Background: an optimization exercise with open tools, aiming at small area. Do not read the settings as production practice. The RTL was checked by simulation tests, not by an equivalence proof against the original design. Power is estimated from default activity; no workload was simulated.

`design.v`:
```
module decode_stage #(
   parameter int NREG = 32,
   parameter int XLEN = 32
) (
   input  logic            clk,
   input  logic            rst_n,
   input  logic            if_valid,
   input  logic [31:0]     if_instr,
   output logic            if_ready,
   input  logic            wb_en,
   input  logic [4:0]      wb_addr,
   input  logic [XLEN-1:0] wb_data,
   output logic            ex_valid,
   input  logic            ex_ready,
   output logic [5:0]      ex_opcode,
   output logic [5:0]      ex_func,
   output logic [XLEN-1:0] ex_opr1,
   output logic [XLEN-1:0] ex_opr2,
   output logic [4:0]      ex_rd,
   output logic            ex_illegal
);
   logic [5:0]  opcode;
   logic [4:0]  rs, rt, rd_f;
   logic [5:0]  func_f;
   logic [15:0] imm;
   assign opcode = if_instr[31:26];
   assign rs     = if_instr[25:21];
   assign rt     = if_instr[20:16];
   assign rd_f   = if_instr[15:11];
   assign imm    = if_instr[15:0];
   assign func_f = if_instr[5:0];
   logic [XLEN-1:0] regs_q [1:NREG-1];
   logic [XLEN-1:0] regs_d [1:NREG-1];
   logic [NREG-1:0] vld_q;
   logic [NREG-1:0] pend_q, pend_d;
   logic            ex_valid_q;
   logic [5:0]      ex_opcode_q;
   logic [5:0]      ex_func_q;
   logic [XLEN-1:0] ex_opr1_q, ex_opr1_d;
   logic [XLEN-1:0] ex_opr2_q, ex_opr2_d;
   logic [4:0]      ex_rd_q;
   logic            is_r, legal, is_i, is_sx;
   logic [4:0]      dest;
   logic [NREG-1:0] we, nwe, rs_oh, rt_oh, dest_oh, sel1, sel2;
   logic            busy_rs, busy_rt, busy_rd, hazard;
   logic            byp1, byp2, imm_sel, sx_sel, hold;
   logic            out_free, dispatch;
   assign we[0]      = 1'b0;
   assign dest_oh[0] = 1'b0;
   assign rs_oh[0]   = (rs == 5'd0);
   assign rt_oh[0]   = (rt == 5'd0);
   for (genvar gi = 1; gi < NREG; gi++) begin : g_dec
      assign we[gi]      = wb_en && (wb_addr == gi);
      assign rs_oh[gi]   = (rs == gi);
      assign rt_oh[gi]   = (rt == gi);
      assign dest_oh[gi] = (dest == gi);
   end
   assign nwe = ~we;
   always_comb begin
      is_r  = (opcode == 6'd0);
      legal = (opcode <= 6'd4);
      is_i  = legal && !is_r;
      is_sx = is_i && (opcode != 6'd4);
      dest  = is_r ? rd_f : (legal ? rt : 5'd0);
      busy_rs = pend_q[rs]   && !(wb_en && (wb_addr == rs));
      busy_rt = pend_q[rt]   && !(wb_en && (wb_addr == rt));
      busy_rd = pend_q[rd_f] && !(wb_en && (wb_addr == rd_f));
      hazard  = (legal && (busy_rs || busy_rt)) || (is_r && busy_rd);
      out_free = !ex_valid_q || ex_ready;
      if_ready = out_free && !hazard;
      dispatch = if_valid && if_ready;
      hold    = !out_free;
      byp1    = out_free && legal && |(we & rs_oh);
      byp2    = out_free && is_r  && |(we & rt_oh);
      imm_sel = out_free && is_i;
      sx_sel  = out_free && is_sx;
      sel1    = (out_free && legal ? rs_oh : '0) & vld_q & nwe;
      sel2    = (out_free && is_r  ? rt_oh : '0) & vld_q & nwe;
   end
   for (genvar b = 0; b < XLEN; b++) begin : g_rd
      logic [32:0] s1, d1, s2, d2;
      for (genvar gi = 1; gi < NREG; gi++) begin : g_e
         assign s1[gi-1] = sel1[gi];
         assign d1[gi-1] = regs_q[gi][b];
         assign s2[gi-1] = sel2[gi];
         assign d2[gi-1] = regs_q[gi][b];
      end
      assign s1[31] = byp1;  assign d1[31] = wb_data[b];
      assign s1[32] = hold;  assign d1[32] = ex_opr1_q[b];
      assign s2[31] = byp2;  assign d2[31] = wb_data[b];
      assign s2[32] = hold;  assign d2[32] = ex_opr2_q[b];
      ds_aor33 u_rd1 (.s(s1), .d(d1), .x(1'b0), .y(ex_opr1_d[b]));
      logic x2;
      if (b < 16) begin : g_lo
         assign x2 = imm_sel && imm[b];
      end else begin : g_hi
         assign x2 = sx_sel && imm[15];
      end
      ds_aor33 u_rd2 (.s(s2), .d(d2), .x(x2), .y(ex_opr2_d[b]));
   end
   always_comb begin
      pend_d    = (pend_q & ~we) | (dispatch ? dest_oh : '0);
      pend_d[0] = 1'b0;
   end
   for (genvar gi = 1; gi < NREG; gi++) begin : g_rf
      for (genvar b = 0; b < XLEN; b++) begin : g_b
         ds_ao22 u_w (.a0(we[gi]), .b0(wb_data[b]), .a1(nwe[gi]), .b1(regs_q[gi][b]),
                      .y(regs_d[gi][b]));
      end
      always_ff @(posedge clk)
         regs_q[gi] <= regs_d[gi];
   end
   always_ff @(posedge clk or negedge rst_n) begin
      if (!rst_n) begin
         vld_q  <= '0;
         pend_q <= '0;
      end else begin
         vld_q  <= vld_q | we;
         pend_q <= pend_d;
      end
   end
   always_ff @(posedge clk or negedge rst_n) begin
      if (!rst_n)
         ex_valid_q <= 1'b0;
      else if (out_free)
         ex_valid_q <= dispatch;
   end
   always_ff @(posedge clk) begin
      ex_opr1_q <= ex_opr1_d;
      ex_opr2_q <= ex_opr2_d;
   end
   always_ff @(posedge clk) begin
      if (out_free) begin
         ex_opcode_q <= opcode;
         ex_func_q   <= is_r ? func_f : 6'd0;
         ex_rd_q     <= dest;
      end
   end
   assign ex_valid   = ex_valid_q;
   assign ex_opcode  = ex_opcode_q;
   assign ex_func    = ex_func_q;
   assign ex_opr1    = ex_opr1_q;
   assign ex_opr2    = ex_opr2_q;
   assign ex_rd      = ex_rd_q;
   assign ex_illegal = (ex_opcode_q > 6'd4);
endmodule
module ds_aor33 (
   input  logic [32:0] s,
   input  logic [32:0] d,
   input  logic        x,
   output logic        y
);
   logic [10:0] n;
   logic [3:0]  t;
   for (genvar k = 0; k < 11; k++) begin : g_k
      ds_aoi222 u_a (.a0(s[3*k]), .b0(d[3*k]), .a1(s[3*k+1]), .b1(d[3*k+1]),
                     .a2(s[3*k+2]), .b2(d[3*k+2]), .y(n[k]));
   end
   ds_nand4 u_n0 (.a(n[0]), .b(n[1]), .c(n[2]),  .d(n[3]), .y(t[0]));
   ds_nand4 u_n1 (.a(n[4]), .b(n[5]), .c(n[6]),  .d(n[7]), .y(t[1]));
   ds_nand3 u_n2 (.a(n[8]), .b(n[9]), .c(n[10]),           .y(t[2]));
   assign t[3] = x;
   ds_or4 u_o (.a(t[0]), .b(t[1]), .c(t[2]), .d(t[3]), .y(y));
endmodule
module ds_aoi222 (
   input  logic a0, b0, a1, b1, a2, b2,
   output logic y
);
   assign y = ~((a0 & b0) | (a1 & b1) | (a2 & b2));
endmodule
module ds_ao22 (
   input  logic a0, b0, a1, b1,
   output logic y
);
   assign y = (a0 & b0) | (a1 & b1);
endmodule
module ds_nand4 (
   input  logic a, b, c, d,
   output logic y
);
   assign y = ~(a & b & c & d);
endmodule
module ds_nand3 (
   input  logic a, b, c,
   output logic y
);
   assign y = ~(a & b & c);
endmodule
module ds_or4 (
   input  logic a, b, c, d,
   output logic y
);
   assign y = a | b | c | d;
endmodule
```
`run.sh`:
```
#!/bin/bash
# synth_recipe.tcl (not shown) runs the flow's synth.tcl, then flattens the netlist and writes it again
# the make line also repeats each setting of config.mk as NAME=value (left out here)
make -C /OpenROAD-flow-scripts/flow DESIGN_CONFIG=/design/flow/config.mk WORK_HOME=/design/flow/orfs CLKGATE_MAP_FILE= SYNTH_SCRIPT=/design/flow/synth_recipe.tcl finish
```
`config.mk`:
```
export PLATFORM = sky130hd
export DESIGN_NAME = decode_stage
export DESIGN_NICKNAME = decode_stage
export VERILOG_FILES = /design/flow/design.v
export SDC_FILE = /design/flow/constraint.sdc
export NUM_CORES = 4
export LEC_CHECK = 0
export CAP_MARGIN = 20
export CORE_MARGIN = 2
export CORE_UTILIZATION = 50
export CTS_CLUSTER_DIAMETER = 60
export CTS_CLUSTER_SIZE = 30
export SLEW_MARGIN = 20
export SYNTH_HIERARCHICAL = 1
export SYNTH_MINIMUM_KEEP_SIZE = 0
```
`constraint.sdc`:
```
create_clock -name core_clock -period 5.0 [get_ports {clk}]
set_input_delay 1.0000 -clock core_clock [delete_from_list [all_inputs] [get_ports {clk}]]
set_output_delay 1.0000 -clock core_clock [all_outputs]
set_load 0.01 [all_outputs]
```
==> results of run 1 <==
==> state kept, by name, summed over array words and instances, names as in the netlist <==
name and flops:
ex_opcode_q 6, ex_opr1_q 32, ex_opr2_q 32, vld_q 31
ex_func_q 6, ex_rd_q 5, ex_valid_q 1, regs_q 992
pend_q 31
==> path summary, 6_finish.rpt <==
path	endpoint	slack, ns
max reg2reg	ex_opr1_q[30]	1.36
min reg2reg	vld_q[7]	0.47
min in group core_clock	vld_q[7]	0.47
max in group asynchronous	vld_q[17]	3.76
max	if_ready	0.14
min	vld_q[9]	0.18
==> through the flow <==
step           instances  total power, mW    util  hold slack (ns)
2_1_floorplan       3777            13.41       -           0.4346
3_3_place_gp        5280            14.26  0.5692           0.4494
6_report            5446            22.28  0.6056           0.1754
3_5_place_dp        5280            14.50  0.5692           0.4522
5_1_grt             5444            22.96  0.6056           0.1827
4_1_cts             5443            22.16  0.6053           0.1600
==> synthesized netlist by cell type (all sizes together), types with 8 or more instances <==
cell type and number:
nor2b 9, a222oi 704, nor2 22, xor2 12, nor4 13, a21oi 8
dfrtp 63, o21ai 19, clkbuf 31, dfxtp 1056, and2 21, nand4 137
edfxtp 17, nand3 88, or4 66, nor3 70, nand2 140, o31ai 35
mux4 21, a22o 992, inv 46, nand2b 37, buf 50
==> power breakdown <==
group / switching [mW] / internal, mW / leakage [nW] / total (mW)
sequential: 1.39 / 10.8 / 9.76 / 12.2
combinational: 0.990 / 1.32 / 10.1 / 2.31
clock: 4.08 / 3.73 / 1.54 / 7.81
==> cells by family (layout without fill, tap and decap cells) <==
kind of cell / Yosys count / after routing / share of synthesized area
compound gates: 1801 / 1801 / 0.3697
xor+xnor: 15 / 15 / 0.002946
buf+inv: 128 / 630 / 0.01433
flops: 1136 / 1136 / 0.5208
mux: 33 / 33 / 0.01361
other cells: 1 / 34 / 0.00008408
simple gates: 632 / 632 / 0.07857
==> modules after synthesis, one instance, submodules excluded, excerpt <==
module | flip-flops and latches | cell area, µm² | cells
ds_aoi222 | 0 | 10.01 | 1
ds_or4 | 0 | 7.507 | 1
ds_ao22 | 0 | 8.758 | 1
ds_nand3 | 0 | 5.005 | 1
ds_nand4 | 0 | 6.256 | 1
decode_stage | 1136 | 27270 | 1794
==> cell type report <==
type / instances / area (µm²) / area share
clock buffers: 94 / 2286 / 0.04271
flip-flops and latches: 1136 / 23230 / 0.4340
clock inverters: 69 / 903.4 / 0.01688
inverters: 47 / 176.4 / 0.003296
multi-input cells: 2513 / 21330 / 0.3985
repair buffers: 420 / 4136 / 0.07729
well taps: 1165 / 1458 / 0.02723
diodes: 2 / 5.005 / 0.00009351
==> layer usage <==
layer,vias to the layer above,GRT usage
met1,22270,0.5731
met5,-,0.004141
met3,996,0.1537
li1,17930,-
met4,6,0.3464
met2,4556,0.6443
==> cell usage in the layout, fill, tap and decap left out, drive strengths merged, types with 22 or more instances in the layout <==
master / instances
a22o: 992
dfrtp: 63
buf: 264
nand3: 88
nand2b: 37
clkinv: 28
nor2: 22
nor3: 70
clkdlybuf4s50: 156
o31ai: 35
inv: 84
nand2: 140
or4: 66
dfxtp: 1056
clkbuf: 94
conb: 32
a222oi: 704
nand4: 137
==> out/results.ini, run 1 <==
[detailed_routing]
drt-met1-wl_um=75600
viasPerCell=8.403
top_layer=met5
wl_met3_um=33780
drc=0
finalWirelength_um=217800
post_drt_wl_per_cell_um=39.99
wl_met2_um=89160
drt-initial-drc-count=10420
vias=45760
drtPass1Iterations=14
drtAntennaViolNets=0

[setup_path]
critical-path-top-delay-family=buffers and inverters
path_depth=7
worst-path-max-fanout=5
cp_common_cell=clkdlybuf4s50_1
crit-reg2reg-launch=ex_valid_q
cp_slowest_cell=clkdlybuf4s50_1
endpoint_kind=output port
critPathLaunchType=input port
arrival_ns=3.86
ff2ff_path_depth=8
required_ns=4.00
slowest_delay_ns=0.68
startpoint=if_instr[21]
path_cells=clkdlybuf4s50_1 > mux4_1 > mux4_2 > o2111ai_2 > o211ai_4 > nor2_1 > clkdlybuf4s50_1
worst-path-buf-inv=2
criticalPathCategory=in2out

[cells_and_area]
syn2layout_area_growth_pct=20.00
fillCellCount=7131
layout-drive-gt1-share=0.1302
fin_nets=4279
fin_area_mm2=0.05352

[timing]
worst_pin_slew_ns=1.311
fin_crit_sh=0.9719
fmax_ghz=0.2058
fin_crit_ns=4.860
setup_viol=0
rsz0062_at_grt=false
relSlewSlack=0.1213
timing.final.hold_violations=0
finalMaxSlewViolations=0
setup-tns-final_ns=0
skew_ns=0.04086
fin_ws_ns=0.1403

[yosys]
synth.avg_cell_area_um2=11.91
ys_types=67
synth-async-reset-ratio=0.05546
synth_cells=3746
synth_top_area_frac=0.4740
synth_seq_cells=1136
netlist_area_mm2=0.04460
synth_area_leaders=dfxtp_1, a22o_1, a222oi_1
synth_top_cell_by_area=dfxtp_1
yosys_warnings=10
yosys_most_used_dff=dfxtp_1
ys_seq_area_frac=0.5208
synth_edf_count=17

[floorplan]
num_rows=109
initial_core_util=0.5047
fp.dieH_um=302.7
dieArea_mm2=0.09161
io_pins=158
core-area_mm2=0.08837
die_x_um=302.7

[placement]
io_buffers=157
gp_congestion=1.018
placed_area_mm2=0.05031
post-dp-hpwl_um=132100
place_ws_ns=0.1616

[cts]
cts_resized=0
clock_latency_ns=0.72
clk_pin_slew_worst_paths_ns=0.08
cts_buffer_depth=3
cts_setup_buffers=0
cts_sinks=1136
postCtsHoldBufs=0
numCtsBuffers=87
cts_max_level=3
cts_tree=done
cts-root-buf=clkbuf_16

[flow_run]
maxCapViolCount=0

[worst_hold_path]
hold_path.class=in2async

[outcome]
status=finished clean

[grt]
antenna_found_initial=5
grt_pass1_vias=44410
overflow=0
grt_max_degree=65
gr-usage-all-layers=0.4559
grt_pass1_wl_um=308100

[power_and_ir_drop]
total_leakage_power_nw=21.43
ir_drop_mv=0.4070
power.density_cell_area_mw_per_mm2=416.2

==> inputs of run 2 (changes only) <==
==> flow/run.sh (new file) <==
#!/bin/bash
# Own layout flow: the standard ORFS flow (standard.sh: unchanged synthesis,
# floorplan, power grid, placement, CTS and routing) with two changes:
# - the buffer placed on every input and output port is sky130_fd_sc_hd__buf_2
#   instead of the default delay-cell buffer;
# - CTS clusters up to 40 sinks within 60 um per leaf buffer and inserts no
#   dummy loads (clock skew balancing otherwise as the standard flow does).
# make's full output goes to flow_make.log in the work folder; each ORFS step
# also keeps its own log under orfs/logs/.
set -euo pipefail
bash standard.sh \
   "BUFFER_PORTS_ARGS=-buffer_cell sky130_fd_sc_hd__buf_2" \
   "CTS_ARGS=-sink_clustering_enable -repair_clock_nets -dont_use_dummy_load -sink_clustering_size 40 -sink_clustering_max_diameter 60" \
   finish > flow_make.log 2>&1
==> standard.sh (new file) <==
#!/bin/bash
# synth_recipe.tcl (not shown) runs the flow's synth.tcl, then flattens the netlist and writes it again
# the make line also repeats each setting of config.mk as NAME=value (left out here)
make -C /OpenROAD-flow-scripts/flow DESIGN_CONFIG=/design/flow/config.mk WORK_HOME=/design/flow/orfs CLKGATE_MAP_FILE= SYNTH_SCRIPT=/design/flow/synth_recipe.tcl "${@:-finish}"
--- a/config.mk
+++ b/config.mk
@@ -10,4 +10,2 @@
 export CORE_UTILIZATION = 50
-export CTS_CLUSTER_DIAMETER = 60
-export CTS_CLUSTER_SIZE = 30
 export SLEW_MARGIN = 20
removed: run.sh
==> out/results.ini, run 2 <==
[setup_path]
critPathLaunchType=input port
cp_slowest_cell=mux4_1
cp_common_cell=buf_2
endpoint_kind=output port
required_ns=4.00
r2r_slack_ns=1.21
worst-path-max-fanout=22
slowest_delay_ns=0.66
criticalPathCategory=in2out
arrival_ns=3.30
path_cells=buf_2 > mux4_1 > mux4_2 > o2111ai_2 > o211ai_4 > nor2_1 > buf_2

[flow_run]
maxCapViolCount=0

[yosys]
netlist_area_mm2=0.04460
synth_cells=3746
synth_seq_cells=1136
synth_edf_count=17
yosys_most_used_dff=dfxtp_1
synth_commonest_cells=dfxtp_1, a22o_1, a222oi_1
synth.avg_cell_area_um2=11.91
synth_top_cell_by_area=dfxtp_1
synth-async-reset-ratio=0.05546
ys_seq_area_frac=0.5208
ys_types=67
yosys_warnings=10
yosysMostFrequentCell=dfxtp_1
synth_area_leaders=dfxtp_1, a22o_1, a222oi_1
synth_top_area_frac=0.4740

[cells_and_area]
utilization=0.5755
layout-drive-gt1-share=0.1354
layout_commonest_cell=dfxtp_1
syn2layout_area_growth_pct=14.03
largest-register=regs_q
largest_registers=regs_q (992), ex_opr1_q (32), ex_opr2_q (32)
fin_nets=4197
largest_register_ffs=992
layout_common_cells=dfxtp_1, a22o_1, a222oi_1

[placement]
post-dp-hpwl_um=129400
io_buffers=157
place_ws_ns=0.4488
gp_congestion=1.002

[timing]
relSlewSlack=0.2567
fin_crit_sh=0.8606
worst_pin_slew_ns=1.114
timing.final.hold_violations=0
fin_ws_ns=0.6969
finalMaxSlewViolations=0
setup-tns-final_ns=0
fmax_ghz=0.2324
rsz0062_at_grt=false
fin_crit_ns=4.303
skew_ns=0.06796
setup_viol=0

[grt]
overflow=0
use_met2=0.6332
global_route.usage.met1=0.5871
gr-max-usage-layer=met2
gr-usage-all-layers=0.4507
grt_pass1_wl_um=304500
antenna_found_initial=6
grt_max_degree=65
grt_util_met3=0.1330
grt_pass1_vias=42930

[cts]
cts-root-buf=clkbuf_16
cts_sinks=1136
cts_buffer_depth=3
cts_resized=0
clock_latency_ns=0.70
clk_pin_slew_worst_paths_ns=0.06
cts_setup_buffers=0
cts_tree=done
cts_max_level=3
numCtsBuffers=85
postCtsHoldBufs=0

[power_and_ir_drop]
ir_drop_mv=0.4123
p_total_mw=20.58
power.density_cell_area_mw_per_mm2=404.7
total_leakage_power_nw=20.55

[detailed_routing]
viasPerCell=8.521
post_drt_wl_per_cell_um=40.76
drtPass1Iterations=13
finalWirelength_um=215600
vias=45090
drt-initial-drc-count=11100
drtAntennaViolNets=0
drc=0

[worst_hold_path]
hold_path.class=reg2reg

[floorplan]
dieArea_mm2=0.09161
num_rows=109
io_pins=158
fp.dieH_um=302.7
die_x_um=302.7
initial_core_util=0.5047
core-area_mm2=0.08837

[outcome]
status=finished clean

==> run 2: cell families (layout without fill, tap and decap cells) <==
family | Yosys count | in the layout | share of synthesized area
other | 1 | 37 | 0.00008408
DFF | 1136 | 1136 | 0.5208
AOI/OAI and AO/OA | 1801 | 1801 | 0.3697
xor gates and xnor gates | 15 | 15 | 0.002946
and+or+nand+nor | 632 | 632 | 0.07857
muxes | 33 | 33 | 0.01361
buffers and inverters | 128 | 472 | 0.01433
==> run 2: power by group <==
part	total, mW	switching, mW	internal (mW)
clock	6.22	3.22	3.00
sequential	12.2	1.40	10.8
combinational	2.19	0.966	1.22
total	20.6	5.59	15.0
==> run 2: layout make-up <==
type                    count  area [µm²]
fillers                  7349       37510
flip-flops and latches   1136       23230
multi-input cells        2513       21330
repair buffers            340        2535
clock buffers              85        2127
well taps                1165        1458
inverters                  47       176.4
diodes                      5       12.51
==> run 2: final timing paths <==
kind	from	endpoint	depth (start not counted)
max	if_instr[21]	if_ready	7
min in group asynchronous	rst_n	vld_q[4]	2
max in group asynchronous	rst_n	pend_q[3]	2
max reg2reg	ex_valid_q	ex_opr1_q[4]	9
min	vld_q[4]	vld_q[4]	1
min reg2reg	vld_q[4]	vld_q[4]	1
==> run 2: through the flow <==
step,cells,area (µm²),hold WS (ns)
finish,5291,50860,0.4686
global route,5286,50850,0.4869
CTS,5286,50850,0.4640
detailed placement,5201,48720,0.4520
global placement,5201,48720,0.4482
floorplan,3777,44760,0.4346
==> run 2: layer usage <==
layer,vias to the layer above,wire length (µm),share of wire
met1,21900,76600,0.36
met5,-,0,0
met3,922,33070,0.15
met4,0,18790,0.087
met2,4603,87190,0.40
li1,17670,-,-
==> run 2: worst max-delay path: cells and delay by family <==
kind	cells	cell delay, ns
mux	2	1.15
compound gates	2	0.34
simple gates	1	0.13
buf+inv	2	0.67
==> run 2: per-module statistics from Yosys, one instance, submodules excluded, a selection <==
| module | copies in the design | flops+latches | area, µm² |
|---|---|---|---|
| decode_stage | 1 | 1136 | 27270 |
| ds_aoi222 | 704 | 0 | 10.01 |
| ds_or4 | 64 | 0 | 7.507 |
| ds_nand3 | 64 | 0 | 5.005 |
| ds_ao22 | 992 | 0 | 8.758 |
| ds_nand4 | 128 | 0 | 6.256 |
==> inputs of run 3 (changes only) <==
--- a/design.v
+++ b/design.v
@@ -33,3 +33,3 @@
    logic [XLEN-1:0] regs_d [1:NREG-1];
-   logic [NREG-1:0] vld_q;
+   logic            clr_q;
    logic [NREG-1:0] pend_q, pend_d;
@@ -43,3 +43,3 @@
    logic [4:0]      dest;
-   logic [NREG-1:0] we, nwe, rs_oh, rt_oh, dest_oh, sel1, sel2;
+   logic [NREG-1:0] we, hold_rf, rs_oh, rt_oh, dest_oh, sel1, sel2;
    logic            busy_rs, busy_rt, busy_rd, hazard;
@@ -57,3 +57,3 @@
    end
-   assign nwe = ~we;
+   assign hold_rf = ~we & {NREG{~clr_q}};
    always_comb begin
@@ -64,5 +64,5 @@
       dest  = is_r ? rd_f : (legal ? rt : 5'd0);
-      busy_rs = pend_q[rs]   && !(wb_en && (wb_addr == rs));
-      busy_rt = pend_q[rt]   && !(wb_en && (wb_addr == rt));
-      busy_rd = pend_q[rd_f] && !(wb_en && (wb_addr == rd_f));
+      busy_rs = pend_q[rs]   && !clr_q && !(wb_en && (wb_addr == rs));
+      busy_rt = pend_q[rt]   && !clr_q && !(wb_en && (wb_addr == rt));
+      busy_rd = pend_q[rd_f] && !clr_q && !(wb_en && (wb_addr == rd_f));
       hazard  = (legal && (busy_rs || busy_rt)) || (is_r && busy_rd);
@@ -76,4 +76,4 @@
       sx_sel  = out_free && is_sx;
-      sel1    = (out_free && legal ? rs_oh : '0) & vld_q & nwe;
-      sel2    = (out_free && is_r  ? rt_oh : '0) & vld_q & nwe;
+      sel1    = (out_free && legal ? rs_oh : '0) & hold_rf;
+      sel2    = (out_free && is_r  ? rt_oh : '0) & hold_rf;
    end
@@ -101,3 +101,3 @@
    always_comb begin
-      pend_d    = (pend_q & ~we) | (dispatch ? dest_oh : '0);
+      pend_d    = (pend_q & hold_rf) | (dispatch ? dest_oh : '0);
       pend_d[0] = 1'b0;
@@ -106,3 +106,3 @@
       for (genvar b = 0; b < XLEN; b++) begin : g_b
-         ds_ao22 u_w (.a0(we[gi]), .b0(wb_data[b]), .a1(nwe[gi]), .b1(regs_q[gi][b]),
+         ds_ao22 u_w (.a0(we[gi]), .b0(wb_data[b]), .a1(hold_rf[gi]), .b1(regs_q[gi][b]),
                       .y(regs_d[gi][b]));
@@ -112,10 +112,9 @@
    end
+   always_ff @(posedge clk)
+      pend_q <= pend_d;
    always_ff @(posedge clk or negedge rst_n) begin
-      if (!rst_n) begin
-         vld_q  <= '0;
-         pend_q <= '0;
-      end else begin
-         vld_q  <= vld_q | we;
-         pend_q <= pend_d;
-      end
+      if (!rst_n)
+         clr_q <= 1'b1;
+      else
+         clr_q <= 1'b0;
    end
==> flow/run.sh (replaced) <==
#!/bin/bash
# Own layout flow: the standard ORFS flow (standard.sh: unchanged synthesis,
# floorplan, power grid, placement, CTS and routing) with two changes:
# - the buffer placed on every input and output port is sky130_fd_sc_hd__buf_2
#   instead of the default delay-cell buffer;
# - CTS clusters up to 20 sinks within 40 um per clkbuf_8 buffer and inserts
#   no dummy loads (clock skew balancing otherwise as the standard flow does).
# make's full output goes to flow_make.log in the work folder; each ORFS step
# also keeps its own log under orfs/logs/.
set -euo pipefail
bash standard.sh \
   "BUFFER_PORTS_ARGS=-buffer_cell sky130_fd_sc_hd__buf_2" \
   "CTS_ARGS=-sink_clustering_enable -repair_clock_nets -dont_use_dummy_load -sink_clustering_size 20 -sink_clustering_max_diameter 40 -buf_list sky130_fd_sc_hd__clkbuf_8" \
   finish > flow_make.log 2>&1
--- a/config.mk
+++ b/config.mk
@@ -9,3 +9,3 @@
 export CORE_MARGIN = 2
-export CORE_UTILIZATION = 50
+export CORE_UTILIZATION = 60
 export SLEW_MARGIN = 20
==> out/results.ini, run 3 <==
[outcome]
status=finished clean

[yosys]
yosys_warnings=10
synth_cells=3667
ys_seq_area_frac=0.5140
yosys_most_used_dff=dfxtp_1
synth_top_area_frac=0.5011
synth-async-reset-ratio=0.001808
synth_top_cell_by_area=dfxtp_1
synth_area_leaders=dfxtp_1, a22o_1, a222oi_1
ys_types=66
yosysMostFrequentCell=dfxtp_1
synth_edf_count=17
netlist_area_mm2=0.04343
synth_seq_cells=1106
synth_commonest_cells=dfxtp_1, a22o_1, a222oi_1
synth.avg_cell_area_um2=11.84

[cts]
cts-root-buf=clkbuf_8
clock_latency_ns=0.83
cts_buffer_depth=3
cts_sinks=1106
cts_max_level=4
cts_resized=0
numCtsBuffers=133
cts_tree=done
cts_setup_buffers=0
postCtsHoldBufs=1
clk_pin_slew_worst_paths_ns=0.05

[setup_path]
arrival_ns=3.26
required_ns=4.00
r2r_slack_ns=1.23
reg2reg_to=ex_opr1_q[14]
endpoint_kind=output port
critPathLaunchType=input port
ff2ff_path_depth=6
criticalPathCategory=in2out
worst-path-max-fanout=18
crit-reg2reg-launch=clr_q

[detailed_routing]
drc=0
finalWirelength_um=200400
viasPerCell=9.046
vias=45420
drtPass1Iterations=14
drt-initial-drc-count=12270
post_drt_wl_per_cell_um=39.92
drtAntennaViolNets=0

[flow_run]
maxCapViolCount=0

[cells_and_area]
largest_register_ffs=992
fin_nets=4140
layout_common_cells=dfxtp_1, a22o_1, a222oi_1
largest_registers=regs_q (992), ex_opr1_q (32), ex_opr2_q (32)
layout-drive-gt1-share=0.1526
layout_commonest_cell=dfxtp_1
largest-register=regs_q
fillCellCount=5347
syn2layout_area_growth_pct=13.59

[power_and_ir_drop]
total_leakage_power_nw=17.74
ir_drop_mv=0.2413
p_total_mw=15.61
power.density_cell_area_mw_per_mm2=316.5

[grt]
grt_pass1_vias=44040
antenna_found_initial=8
grt_max_degree=66
grt_pass1_wl_um=287200
gr-usage-all-layers=0.5129
overflow=0

[timing]
fin_crit_ns=4.259
rsz0062_at_grt=false
timing.final.hold_violations=0
finalMaxSlewViolations=0
setup_viol=0
fmax_ghz=0.2348
fin_crit_sh=0.8519
skew_ns=0.1089
worst_pin_slew_ns=1.131
relSlewSlack=0.2437
hold_ws_ns=0.4812

[floorplan]
fp.dieH_um=273.0
core-area_mm2=0.07161
io_pins=158
initial_core_util=0.6065
num_rows=98
dieArea_mm2=0.07455
die_x_um=273.0

[placement]
io_buffers=157
post-dp-hpwl_um=117700
gp_congestion=1.015

[worst_hold_path]
hold_path.class=in2reg
whs_path_depth=1
hp-start=if_instr[30]
holdPathEnd=ex_opcode_q[4]

==> run 3: cell families (layout without fill, tap and decap cells) <==
group,Yosys count,after routing,synth area share
DFF,1106,1106,0.5140
AOI/OAI and AO/OA,1801,1801,0.3784
buffers and inverters,107,472,0.01247
other,1,40,0.00008635
and+or+nand+nor,604,604,0.07839
xor gates and xnor gates,15,15,0.003025
muxes,33,33,0.01368
==> run 3: how the worst max path moves through the flow <==
stage	from	to	slack, ns	cells after the start
6_report	if_instr[22]	if_ready	0.74	8
5_1_grt	if_instr[22]	if_ready	0.63	8
3_3_place_gp	wb_addr[0]	ex_opr1_q[8]	0.71	8
2_1_floorplan	ex_ready	ex_opr1_q[4]	-0.20	8
4_1_cts	if_instr[22]	if_ready	0.75	8
3_5_place_dp	wb_addr[0]	ex_opr1_q[8]	0.62	8
==> run 3: through the flow <==
stage	setup WS [ns]	utilization	setup TNS (ns)	instances	instance area, µm²
floorplan	-0.1964	-	-6.128	3699	43740
global placement	0.7102	0.6608	0	4873	47320
detailed placement	0.6155	0.6608	0	4873	47320
CTS	0.7532	0.6865	0	5007	49160
global route	0.6263	0.6887	0	5015	49320
finish	0.7407	0.6889	0	5021	49330
==> run 3: layout make-up <==
| class | instances | area [µm²] | area share |
|---|---|---|---|
| flip-flops and latches | 1106 | 22330 | 0.4526 |
| well taps | 950 | 1189 | 0.02409 |
| clock buffers | 133 | 1831 | 0.03711 |
| inverters | 19 | 75.07 | 0.001522 |
| diodes | 7 | 17.52 | 0.0003551 |
| multi-input cells | 2486 | 21730 | 0.4405 |
| repair buffers | 320 | 2165 | 0.04388 |
==> run 3: per-layer routing <==
layer | global-route usage | part of all wire | up-vias
met4 | 0.4298 | 0.10 | 6
met3 | 0.1877 | 0.18 | 1293
met5 | 0.001284 | 0.00030 | -
li1 | - | - | 17540
met2 | 0.7143 | 0.40 | 5131
met1 | 0.6297 | 0.32 | 21450
==> run 3: power by group <==
group          switching [mW]  total (mW)  internal (mW)  leakage [nW]
Combinational           0.786        1.06          0.274          7.79
Sequential              0.138        9.11           8.98          8.99
Clock                    3.08        5.44           2.36         0.956
Total                    4.01        15.6           11.6          17.7
==> run 3: critical path, stage by stage <==
cell     delay [ns]
buf_2          0.43
mux4_2         0.57
mux2i_1        0.29
o22ai_1        0.17
o21ai_0        0.30
nand2_1        0.21
nor2_1         0.13
buf_2          0.15
==> run 3: Yosys stat by module (local to each module, per instance), excerpt <==
module	flip-flops and latches	times used	area, µm²
decode_stage	1106	1	26090
ds_ao22	0	992	8.758
ds_aoi222	0	704	10.01
ds_nand3	0	64	5.005
ds_nand4	0	128	6.256
ds_or4	0	64	7.507
==> inputs of run 4 (changes only) <==
--- a/flow/run.sh
+++ b/flow/run.sh
@@ -5,3 +5,3 @@
 #   instead of the default delay-cell buffer;
-# - CTS clusters up to 20 sinks within 40 um per clkbuf_8 buffer and inserts
+# - CTS clusters up to 15 sinks within 60 um per clkbuf_8 buffer and inserts
 #   no dummy loads (clock skew balancing otherwise as the standard flow does).
@@ -12,3 +12,3 @@
    "BUFFER_PORTS_ARGS=-buffer_cell sky130_fd_sc_hd__buf_2" \
-   "CTS_ARGS=-sink_clustering_enable -repair_clock_nets -dont_use_dummy_load -sink_clustering_size 20 -sink_clustering_max_diameter 40 -buf_list sky130_fd_sc_hd__clkbuf_8" \
+   "CTS_ARGS=-sink_clustering_enable -repair_clock_nets -dont_use_dummy_load -sink_clustering_size 15 -sink_clustering_max_diameter 60 -buf_list sky130_fd_sc_hd__clkbuf_8" \
    finish > flow_make.log 2>&1
==> out/results.ini, run 4 <==
[detailed_routing]
drtPass1Iterations=15
drtAntennaViolNets=0
viasPerCell=9.075
drc=0
post_drt_wl_per_cell_um=40.13
drt-initial-drc-count=12610
vias=45140
finalWirelength_um=199600

[power_and_ir_drop]
switching_share=0.2608
internal_power_mw=10.82
clock_power_share=0.305
ir_drop_mv=0.2797
pwr-share-seq=0.622
total_leakage_power_nw=17.42
p_total_mw=14.64
power.density_cell_area_mw_per_mm2=300.4
pwr-share-comb=0.073
p_sw_mw=3.817

[grt]
grt_util_met3=0.1848
grt_max_degree=66
antenna_found_initial=8
grt_pass1_wl_um=285900
grt_pass1_vias=43430
global_route.usage.met1=0.6340
overflow=0
gr-max-usage-layer=met2
gr-usage-all-layers=0.5097
use_met2=0.7153

[flow_run]
maxCapViolCount=0

[cts]
cts_sinks=1106
cts_resized=0
cts_max_level=3
postCtsHoldBufs=0
cts-root-buf=clkbuf_8
clk_pin_slew_worst_paths_ns=0.06
cts_tree=done
cts_setup_buffers=0
clock_latency_ns=0.75
numCtsBuffers=88
cts_buffer_depth=3

[floorplan]
io_pins=158
initial_core_util=0.6065
die_x_um=273.0
dieArea_mm2=0.07455
core-area_mm2=0.07161
fp.dieH_um=273.0
num_rows=98

[timing]
rsz0062_at_grt=false
fin_crit_ns=4.293
relSlewSlack=0.2529
fin_ws_ns=0.7074
finalMaxSlewViolations=0
worst_pin_slew_ns=1.117
skew_ns=0.1002
fmax_ghz=0.2330
setup-tns-final_ns=0
setup_viol=0
timing.final.hold_violations=0
fin_crit_sh=0.8585

[yosys]
synth_top_area_frac=0.5011
yosysMostFrequentCell=dfxtp_1
synth_top_cell_by_area=dfxtp_1
synth_edf_count=17
synth_seq_cells=1106
yosys_most_used_dff=dfxtp_1
synth_commonest_cells=dfxtp_1, a22o_1, a222oi_1
synth-async-reset-ratio=0.001808
ys_seq_area_frac=0.5140
ys_types=66
netlist_area_mm2=0.04343
synth_cells=3667
synth.avg_cell_area_um2=11.84
synth_area_leaders=dfxtp_1, a22o_1, a222oi_1
yosys_warnings=10

[cells_and_area]
layout_commonest_cell=dfxtp_1
fin_area_mm2=0.04872
largest-register=regs_q
largest_registers=regs_q (992), ex_opr1_q (32), ex_opr2_q (32)
syn2layout_area_growth_pct=12.19
largest_register_ffs=992
layout-drive-gt1-share=0.1431
fillCellCount=5414
fin_nets=4094
utilization=0.6804
multiInputGateArea_mm2=0.02173
layout_common_cells=dfxtp_1, a22o_1, a222oi_1
regArea_mm2=0.02233

[setup_path]
arrival_ns=3.29
critical-path-top-delay-family=multiplexers
criticalPathCategory=in2out
worst-path-max-fanout=18
cp_common_cell=buf_2
required_ns=4.00
endpoint_kind=output port
worst-path-buf-inv=2
slowest_delay_ns=0.56
critPathLaunchType=input port
path_cells=buf_2 > mux4_2 > mux2i_1 > o22ai_1 > o21ai_0 > nand2_1 > nor2_1 > buf_2
cp_slowest_cell=mux4_2

[placement]
post-dp-hpwl_um=117700
place_ws_ns=0.6155
gp_congestion=1.015
placed_area_mm2=0.04732
io_buffers=157

[worst_hold_path]
hold_path.class=in2async

[outcome]
status=finished clean

==> run 4: cell count changes in the layout (fill, tap and decap cells not counted) <==
cell           delta
buf_12            -3
buf_16            +3
clkbuf_8         -45
diode_2           -1
dlygate4sd3_1     -1
==> run 4: layout make-up <==
type,count,share of cell area
well taps,950,0.02440
inverters,19,0.001541
flip-flops and latches,1106,0.4582
multi-input cells,2486,0.4460
clock buffers,88,0.02486
repair buffers,319,0.04468
diodes,6,0.0003082
==> run 4: stage by stage <==
stage	hold WS, ns	instances
after floorplan	0.4465	3699
after global placement	0.4677	4873
after detailed placement	0.4769	4873
after CTS	0.04768	4961
after global routing	0.06131	4969
final	0.05894	4974
==> run 4: power by group through the flow <==
stage,sequential (mW),combinational [mW],clock (mW)
5_1_grt,9.12,1.07,4.73
2_1_floorplan,9.26,0.445,0
3_3_place_gp,9.29,0.957,0
3_5_place_dp,9.30,0.981,0
4_1_cts,9.10,0.982,4.40
6_report,9.11,1.06,4.47
==> run 4: final timing paths <==
check                        startpoint             to  slack [ns]  depth (start not counted)
hold reg to reg              pend_q[11]     pend_q[11]        0.50                          2
setup / recovery           if_instr[22]       if_ready        0.71                          8
hold / removal                    rst_n     ex_valid_q        0.06                          1
min in group core_clock      pend_q[11]     pend_q[11]        0.50                          2
setup reg to reg                  clr_q  ex_opr1_q[14]        1.27                          6
max in group asynchronous         rst_n          clr_q        4.75                          1
==> run 4: routing by layer <==
metal | vias to the layer above | routed length, µm
li1 | 17450 | -
met1 | 21340 | 64510
met2 | 5126 | 79710
met3 | 1209 | 35540
met4 | 8 | 19790
met5 | - | 55
==> run 4: cell families (layout without fill, tap and decap cells) <==
family / Yosys count / after routing / share of synthesized area
AO/OA/AOI/OAI: 1801 / 1801 / 0.3784
flip-flops: 1106 / 1106 / 0.5140
AND/OR/NAND/NOR: 604 / 604 / 0.07839
buffers and inverters: 107 / 426 / 0.01247
multiplexers: 33 / 33 / 0.01368
XOR/XNOR: 15 / 15 / 0.003025
other: 1 / 39 / 0.00008635
==> run 4: Yosys stat by module (local to each module, per instance), excerpt <==
| module | flops+latches | cells inside | copies in the design | cell area (µm²) |
|---|---|---|---|---|
| ds_or4 | 0 | 1 | 64 | 7.507 |
| ds_nand3 | 0 | 1 | 64 | 5.005 |
| ds_nand4 | 0 | 1 | 128 | 6.256 |
| ds_aoi222 | 0 | 1 | 704 | 10.01 |
| ds_ao22 | 0 | 1 | 992 | 8.758 |
| decode_stage | 1106 | 1715 | 1 | 26090 |
==> inputs of run 5 (changes only) <==
==> run.sh (new file) <==
#!/bin/bash
# synth_recipe.tcl (not shown) runs the flow's synth.tcl, then flattens the netlist and writes it again
# the make line also repeats each setting of config.mk as NAME=value (left out here)
make -C /OpenROAD-flow-scripts/flow DESIGN_CONFIG=/design/flow/config.mk WORK_HOME=/design/flow/orfs CLKGATE_MAP_FILE= SYNTH_SCRIPT=/design/flow/synth_recipe.tcl finish
--- a/config.mk
+++ b/config.mk
@@ -9,3 +9,5 @@
 export CORE_MARGIN = 2
-export CORE_UTILIZATION = 60
+export CORE_UTILIZATION = 50
+export CTS_CLUSTER_DIAMETER = 60
+export CTS_CLUSTER_SIZE = 30
 export SLEW_MARGIN = 20
removed: flow/run.sh
removed: standard.sh
==> out/results.ini, run 5 <==
[cts]
cts_tree=done
cts_setup_buffers=0
numCtsBuffers=87
cts-root-buf=clkbuf_16
cts_sinks=1106
clk_pin_slew_worst_paths_ns=0.09
cts_buffer_depth=3
clock_latency_ns=0.71
postCtsHoldBufs=0
cts_max_level=3
cts_resized=0

[yosys]
netlist_area_mm2=0.04343
synth_cells=3667
synth_area_leaders=dfxtp_1, a22o_1, a222oi_1
ys_seq_area_frac=0.5140
synth_top_cell_by_area=dfxtp_1
synth_top_area_frac=0.5011
synth_commonest_cells=dfxtp_1, a22o_1, a222oi_1
synth_edf_count=17
yosys_warnings=10
yosys_most_used_dff=dfxtp_1
ys_types=66
synth-async-reset-ratio=0.001808
synth_seq_cells=1106
synth.avg_cell_area_um2=11.84
yosysMostFrequentCell=dfxtp_1

[power_and_ir_drop]
power.density_cell_area_mw_per_mm2=343.6
ir_drop_mv=0.3307
total_leakage_power_nw=18.83

[setup_path]
required_ns=4.00
endpoint_kind=output port
r2r_slack_ns=0.84
reg2reg_to=ex_opr2_q[4]
arrival_ns=3.76
critPathLaunchType=input port
criticalPathCategory=in2out
worst-path-max-fanout=7
crit-reg2reg-launch=clr_q
ff2ff_path_depth=6

[placement]
gp_congestion=1.092
io_buffers=157
place_inst=5163
post-dp-hpwl_um=132600

[detailed_routing]
drc=0
viasPerCell=8.476
finalWirelength_um=214400
drtAntennaViolNets=0
top_layer=met5
wl_met3_um=32670
wl_met2_um=87930
drtPass1Iterations=13
vias=45260
drt-met1-wl_um=73620
post_drt_wl_per_cell_um=40.16
drt-initial-drc-count=10460

[timing]
fin_crit_ns=4.764
fin_crit_sh=0.9528
fmax_ghz=0.2099
setup_viol=0
timing.final.hold_violations=0
skew_ns=0.05616
rsz0062_at_grt=false
hold_ws_ns=0.4996
worst_pin_slew_ns=1.256
relSlewSlack=0.1604
finalMaxSlewViolations=0

[cells_and_area]
layout_common_cells=dfxtp_1, a22o_1, a222oi_1
largest-register=regs_q
syn2layout_area_growth_pct=21.77
fin_nets=4178
instances_no_fill=5339
largest_register_ffs=992
layout-drive-gt1-share=0.1379
largest_registers=regs_q (992), ex_opr1_q (32), ex_opr2_q (32)
layout_commonest_cell=dfxtp_1
fillCellCount=6926

[worst_hold_path]
hp-start=regs_q[14][31]
whs_path_depth=1
holdPathEnd=regs_q[14][31]
hold_path.class=reg2reg

[floorplan]
num_rows=108
fp.dieH_um=298.7
core-area_mm2=0.08648
die_x_um=298.7
io_pins=158
dieArea_mm2=0.08923
initial_core_util=0.5022

[grt]
gr-usage-all-layers=0.4566
overflow=0
antenna_found_initial=10
grt_max_degree=66
grt_pass1_wl_um=304600
grt_pass1_vias=43250

[outcome]
status=finished clean

[flow_run]
maxCapViolCount=0

[run 5: per-stage QoR]
stage	util	cell area (µm²)	worst slack (ns)	power, mW	setup TNS [ns]
final	0.6115	52880	0.2359	18.17	0
after detailed placement	0.5716	49440	0.1535	10.44	0
after global placement	0.5706	49350	0.1207	10.40	0
after CTS	0.6092	52680	0.2575	18.08	0
after floorplan	-	43740	-0.1964	9.703	-6.128
after global routing	0.6113	52870	0.07786	18.53	0
[run 5: cell families after synthesis]
family | synth area share
and+or+nand+nor | 0.07839
other | 0.00008635
buffers and inverters | 0.01247
muxes | 0.01368
AOI/OAI and AO/OA | 0.3784
xor gates and xnor gates | 0.003025
DFF | 0.5140
[run 5: how the worst max path moves through the flow]
stage	startpoint	to	slack [ns]
6_report	if_instr[11]	if_ready	0.24
5_1_grt	if_instr[22]	if_ready	0.08
4_1_cts	if_instr[22]	if_ready	0.26
3_5_place_dp	wb_addr[0]	ex_opr2_q[27]	0.15
3_3_place_gp	wb_addr[2]	ex_opr2_q[18]	0.12
2_1_floorplan	ex_ready	ex_opr1_q[4]	-0.20
[run 5: area by class of cell]
| type | count | area (µm²) | share of cell area |
|---|---|---|---|
| sequential | 1106 | 22330 | 0.4222 |
| multi-input combinational | 2486 | 21740 | 0.4111 |
| timing repair buffer | 404 | 4031 | 0.07623 |
| clock buffer | 93 | 2252 | 0.04259 |
| tap | 1155 | 1445 | 0.02733 |
| clock inverter | 69 | 993.5 | 0.01879 |
| inverter | 19 | 75.07 | 0.001420 |
| antenna | 7 | 17.52 | 0.0003312 |
[run 5: routing by layer]
metal,GRT usage,vias up
li1,-,17730
met1,0.5836,21830
met2,0.6582,4676
met3,0.1242,1023
met4,0.3433,4
met5,0,-
[run 5: power breakdown]
part | switching (mW) | internal [mW]
clock | 4.15 | 3.70
sequential | 0.149 | 8.97
combinational | 0.813 | 0.387
[run 5: modules after synthesis (local to each module, per instance), a selection]
module | flops+latches | cell area, µm²
decode_stage | 1106 | 26090
ds_aoi222 | 0 | 10.01
ds_ao22 | 0 | 8.758
ds_nand4 | 0 | 6.256
ds_or4 | 0 | 7.507
ds_nand3 | 0 | 5.005
[run 5: worst max-delay path: stages]
cell and delay (ns):
clkdlybuf4s50_1 0.58, buf_4 0.22, mux2_2 0.34, a221o_1 0.36, a31oi_1 0.23, a2111oi_2 0.14
nor2_1 0.11, nand2_1 0.07, nor2_1 0.14, clkdlybuf4s50_1 0.57

port drivers added, routing unchanged:
Ports are ideal in the flow. The routed layouts listed here were re-timed in OpenROAD. Step 1 (the two cells are an assumption about what drives the block):
set clk [get_ports {clk}]
set_driving_cell -lib_cell sky130_fd_sc_hd__clkbuf_16 $clk
set_driving_cell -lib_cell sky130_fd_sc_hd__buf_2 [delete_from_list [all_inputs] $clk]
Step 2 adds t to the input delays and takes it off the output delays; t is the mean of the earliest and latest rising clock arrival at the registers after step 1. Input paths then give back, and output paths get back, about the clock's delay inside the block. Slacks: ideal ports / drivers / drivers and shift; pairs: ideal ports / drivers.
run	shift t [ns]	setup WS [ns]	worst slew at a driven data input, ns
run 1	0.773	0.140 / 0.116 / 0.051	0.08
run 2	0.740	0.697 / 0.673 / 0.326	0.08
run 3	0.845	0.741 / 0.717 / 0.381	0.07
run 4	0.781	0.707 / 0.684 / 0.498	0.07
run 5	0.756	0.236 / 0.211 / -0.110	0.11
With both steps, setup timing fails in run 5, where it was met with ideal ports. The setup slack of run 2, which loses most, moves by -0.024 ns with the drivers and by -0.371 ns with both steps.
